From an optimization exercise on the open Yosys and OpenROAD flow, aimed at small area and a short achievable clock period; shortcuts taken in it are not production practice. Where RTL was checked, it was by simulation tests only, not by an equivalence proof against the original. Power figures rest on the tool's default switching activity, not on a simulated workload.

// lcd_ahb_regs
module lcd_ahb_regs #(
	parameter int NUM_BANKS = 2
) (
	input  logic                     HCLK,
	input  logic                     HRESET,
	input  logic                     HSEL,
	input  logic [31:0]              HADDR,
	input  logic                     HWRITE,
	input  logic [1:0]               HTRANS,
	input  logic [31:0]              HWDATA,
	output logic [31:0]              HRDATA,
	output logic                     HREADY,
	output logic [1:0]               HRESP,
	output logic [NUM_BANKS*256-1:0] regs
);
	localparam int OFFS_W = lcd_regs_pkg::OFFS_W;
	localparam int LO     = 5;
	localparam int NW     = NUM_BANKS*8;
	logic          accept;
	logic [NW-1:0] asel;    
	assign accept = HSEL && (HTRANS == lcd_regs_pkg::NONSEQ);
	for (genvar b = 0; b < NUM_BANKS; b++) begin : g_match
		localparam logic [OFFS_W-1:0] BASE = lcd_regs_pkg::BANK_BASE[b*OFFS_W +: OFFS_W];
		logic bank_match;
		assign bank_match = (HADDR[OFFS_W-1:LO] == BASE[OFFS_W-1:LO]);
		for (genvar w = 0; w < 8; w++) begin : g_word
			assign asel[b*8 + w] = bank_match && (HADDR[4:2] == w);
		end
	end
	logic dp_q;
	logic wr_q;
	logic nwr_q;
	always_ff @(posedge HCLK or posedge HRESET) begin
		if (HRESET) begin
			dp_q  <= 1'b0;
			wr_q  <= 1'b0;
			nwr_q <= 1'b1;
		end else begin
			dp_q  <= accept;
			wr_q  <= accept && HWRITE;
			nwr_q <= !(accept && HWRITE);
		end
	end
	logic [NUM_BANKS-1:0] bank_q;
	logic [2:0]           word_q;
	for (genvar b = 0; b < NUM_BANKS; b++) begin : g_bank_q
		always_ff @(posedge HCLK) begin
			bank_q[b] <= |asel[b*8 +: 8];
		end
	end
	always_ff @(posedge HCLK) begin
		word_q <= HADDR[4:2];
	end
	logic [NW*32-1:0] regs_d;
	for (genvar i = 0; i < NW; i++) begin : g_reg
		logic we;
		logic hold;
		assign we   = wr_q && bank_q[i/8] && (word_q == i%8);
		assign hold = nwr_q || !bank_q[i/8] || (word_q != i%8);
		assign regs_d[i*32 +: 32] = (regs[i*32 +: 32] & {32{hold}}) | (HWDATA & {32{we}});
		always_ff @(posedge HCLK or posedge HRESET) begin
			if (HRESET) begin
				regs[i*32 +: 32] <= '0;
			end else begin
				regs[i*32 +: 32] <= regs_d[i*32 +: 32];
			end
		end
	end
  ...
export LEC_CHECK = 0
export CAP_MARGIN = 20
export CORE_MARGIN = 2
export CORE_UTILIZATION = 60
export SETUP_SLACK_MARGIN = 2.6
export SLEW_MARGIN = 20
create_clock -name core_clock -period 5.0 [get_ports {HCLK}]
standard.sh (not shown) runs the stock make flow with config.mk's settings and CLKGATE_MAP_FILE= SYNTH_SCRIPT=/design/flow/synth_recipe.tcl, a recipe that flattens the netlist after the stock synthesis.
==> flow/flow/run.sh <==
#!/bin/bash
# The standard layout, with plain buf_1 cells as the port buffers
# (buffer_ports otherwise picks clkdlybuf4s50_1, a slow delay cell).
set -euo pipefail
bash standard.sh BUFFER_PORTS_ARGS="-buffer_cell sky130_fd_sc_hd__buf_1" finish > flow_make.log 2>&1
Then changed:
==> flow/run.sh (new file) <==
#!/bin/bash
# synth_recipe.tcl (not shown) runs the flow's synth.tcl, then flattens the netlist and writes it again
# the make line also repeats each setting of config.mk as NAME=value (left out here)
make -C /OpenROAD-flow-scripts/flow DESIGN_CONFIG=/design/flow/config.mk WORK_HOME=/design/flow/orfs CLKGATE_MAP_FILE= SYNTH_SCRIPT=/design/flow/synth_recipe.tcl finish
removed: flow/flow/run.sh
removed: flow/standard.sh
The changed run ran to the end with no violations.
Worst hold slack is about the same.
Total power barely changes.
Die area stays the same.
Sequential share of layout area shrinks by 4.4 points.
Synthesized cell count does not change.
No functional check of the RTL was part of any run of this note.

========
Setup of run a:
lcd_ahb_regs, a different RTL version from the one above (not shown whole).
For scale: roughly 560 flip-flops, about 620 I/O pins.
==> flow/config.mk <==
export PLATFORM = sky130hd
export DESIGN_NAME = lcd_ahb_regs
export DESIGN_NICKNAME = lcd_ahb_regs
export VERILOG_FILES = /design/flow/design.v
export SDC_FILE = /design/flow/constraint.sdc
export NUM_CORES = 4
export LEC_CHECK = 0
export CAP_MARGIN = 20
export CORE_MARGIN = 2
export CORE_UTILIZATION = 62
export CTS_BUF_LIST = sky130_fd_sc_hd__clkbuf_8 sky130_fd_sc_hd__clkbuf_16
export CTS_CLUSTER_DIAMETER = 100
export CTS_CLUSTER_SIZE = 30
export SETUP_SLACK_MARGIN = 2.7
export SLEW_MARGIN = 20
export SYNTH_HIERARCHICAL = 1
export SYNTH_MINIMUM_KEEP_SIZE = 0
==> flow/constraint.sdc <==
create_clock -name core_clock -period 5.0 [get_ports {HCLK}]
set_input_delay 1.0000 -clock core_clock [delete_from_list [all_inputs] [get_ports {HCLK}]]
set_output_delay 1.0000 -clock core_clock [all_outputs]
set_load 0.01 [all_outputs]
==> flow/flow/run.sh <==
#!/bin/bash
# The standard layout, with two changes to how the resizer works:
# - plain buf_1 cells as the port buffers (buffer_ports otherwise picks
#   clkdlybuf4s50_1, a slow delay cell);
# - timing repair may resize a cell to any footprint of the same function.
set -euo pipefail
bash standard.sh BUFFER_PORTS_ARGS="-buffer_cell sky130_fd_sc_hd__buf_1" MATCH_CELL_FOOTPRINT=0 finish > flow_make.log 2>&1
## Diff of input files: run b against run a
Settings: a change of CTS_CLUSTER_DIAMETER from 100 to 60; a change of CTS_CLUSTER_SIZE from 30 to 16.
Run b vs run a, worst hold slack went down by 0.0084 ns. The highest achievable clock rate was comparable across run b and run a. The minimum period implied by the final worst setup slack on run a is in line with that on run b. Relative to run a, run b degrades design area. Run a has lower power than run b.

========
Starting RTL as in the previous note.
clock: 5.0 ns
lec_check: 0
cap_margin: 20
core_margin: 2
core_utilization: 62
cts_buf_list: sky130_fd_sc_hd__clkbuf_8 sky130_fd_sc_hd__clkbuf_16
cts_cluster_diameter: 80
cts_cluster_size: 24
setup_slack_margin: 2.7
slew_margin: 20
synth_hierarchical: 1
synth_minimum_keep_size: 0
Scripts as last shown in full above: flow/flow/run.sh
Edit:
- CORE_UTILIZATION: 62 -> 66
- SETUP_SLACK_MARGIN: 2.7 -> 2.65
What happened:
- The changed run completed without violations
- worst setup slack gets worse by 65 ps
- clock skew goes down by 3.6 ps
- cell area goes down by 0.54%
- hold slack gets worse by 110 ps

========
Another version of the RTL of lcd_ahb_regs (not shown whole).
Size in the first run: roughly 1600 cells after synthesis, about 620 I/O pins.
export LEC_CHECK = 0
export CAP_MARGIN = 20
export CORE_MARGIN = 2
export CORE_UTILIZATION = 70
export CTS_BUF_LIST = sky130_fd_sc_hd__clkbuf_8 sky130_fd_sc_hd__clkbuf_16
export CTS_CLUSTER_DIAMETER = 80
export CTS_CLUSTER_SIZE = 24
export SETUP_SLACK_MARGIN = 2.6
export SLEW_MARGIN = 20
export SYNTH_HIERARCHICAL = 1
export SYNTH_MINIMUM_KEEP_SIZE = 0
create_clock -name core_clock -period 5.0 [get_ports {HCLK}]
==> flow/flow/run.sh <==
#!/bin/bash
# The standard layout, with plain buf_1 cells as the port buffers
# (buffer_ports otherwise picks clkdlybuf4s50_1, a slow delay cell).
set -euo pipefail
bash standard.sh BUFFER_PORTS_ARGS="-buffer_cell sky130_fd_sc_hd__buf_1" finish > flow_make.log 2>&1
The baseline completed with no timing, DRC or antenna violations.
==> next run, changes <==
- CORE_UTILIZATION: 70 -> 60
- CTS_BUF_LIST: sky130_fd_sc_hd__clkbuf_8 sky130_fd_sc_hd__clkbuf_16 -> sky130_fd_sc_hd__clkbuf_4 sky130_fd_sc_hd__clkbuf_8
- CTS_CLUSTER_DIAMETER: 80 -> default
- CTS_CLUSTER_SIZE: 24 -> default
What happened: The changed run finished clean; core utilization is lower by 9.5 points; cell count is higher by 7.6%; register-to-register slack improved by 0.097 ns; sequential cell count does not change; routed wire length is lower by 2.7%; area after synthesis does not change; clock power is higher by 72%; via count is lower by 4.0%; global-route usage is lower by 7.9 points; first-iteration DRC count is lower by 26%.
Function was not checked in any run of this note: the RTL went through the layout flow alone.

[port drivers added, routing unchanged]
No port has a modelled driver above. Below, the same layouts with a new extraction and two added sets of constraints.
Step 1: set_driving_cell puts a clkbuf_16 on HCLK and a buf_2 on each other input, an assumption about the parent block.
Step 2 moves the port delays by t, midway between the first and last clock arrival at a register: inputs arrive t later, outputs are due t later. That takes back most of the time a late clock gives input paths.
a / b / c = ideal ports / drivers / drivers and shift; a / b = the first two.
| run | t, ns | slack for setup (ns) | worst setup path at the end | latest minus earliest clock arrival (ns) | slew at the worst register clock pin (ns) |
|---|---|---|---|---|---|
| the first run of note 1 | 0.666 | 2.386 / 2.381 / 1.715 | input to register | 0.042 / 0.043 | 0.07 / 0.07 |
| the second run of note 1 | 0.668 | 2.200 / 2.207 / 1.539 | input to register | 0.027 / 0.028 | 0.07 / 0.07 |
| run a | 0.629 | 2.613 / 2.544 / 1.949 | input to register | 0.052 / 0.051 | 0.12 / 0.12 |
| run b | 0.635 | 2.613 / 2.542 / 1.907 | input to register | 0.032 / 0.032 | 0.08 / 0.08 |
| the first run of note 3 | 0.649 | 2.611 / 2.531 / 1.882 | input to register | 0.030 / 0.031 | 0.10 / 0.10 |
| the second run of note 3 | 0.663 | 2.546 / 2.521 / 1.921 | input to register | 0.030 / 0.029 | 0.10 / 0.10 |
| the first run of note 4 | 0.647 | 2.073 / 2.073 / 1.457 | input to register | 0.025 / 0.025 | 0.11 / 0.11 |
| the second run of note 4 | 0.709 | 2.104 / 2.137 / 1.428 | input to register | 0.024 / 0.024 | 0.07 / 0.07 |
After both steps every run listed still meets setup and hold. For the first run of note 3, which loses most, drivers alone change the setup slack by -0.080 ns; drivers and shift together by -0.729 ns.
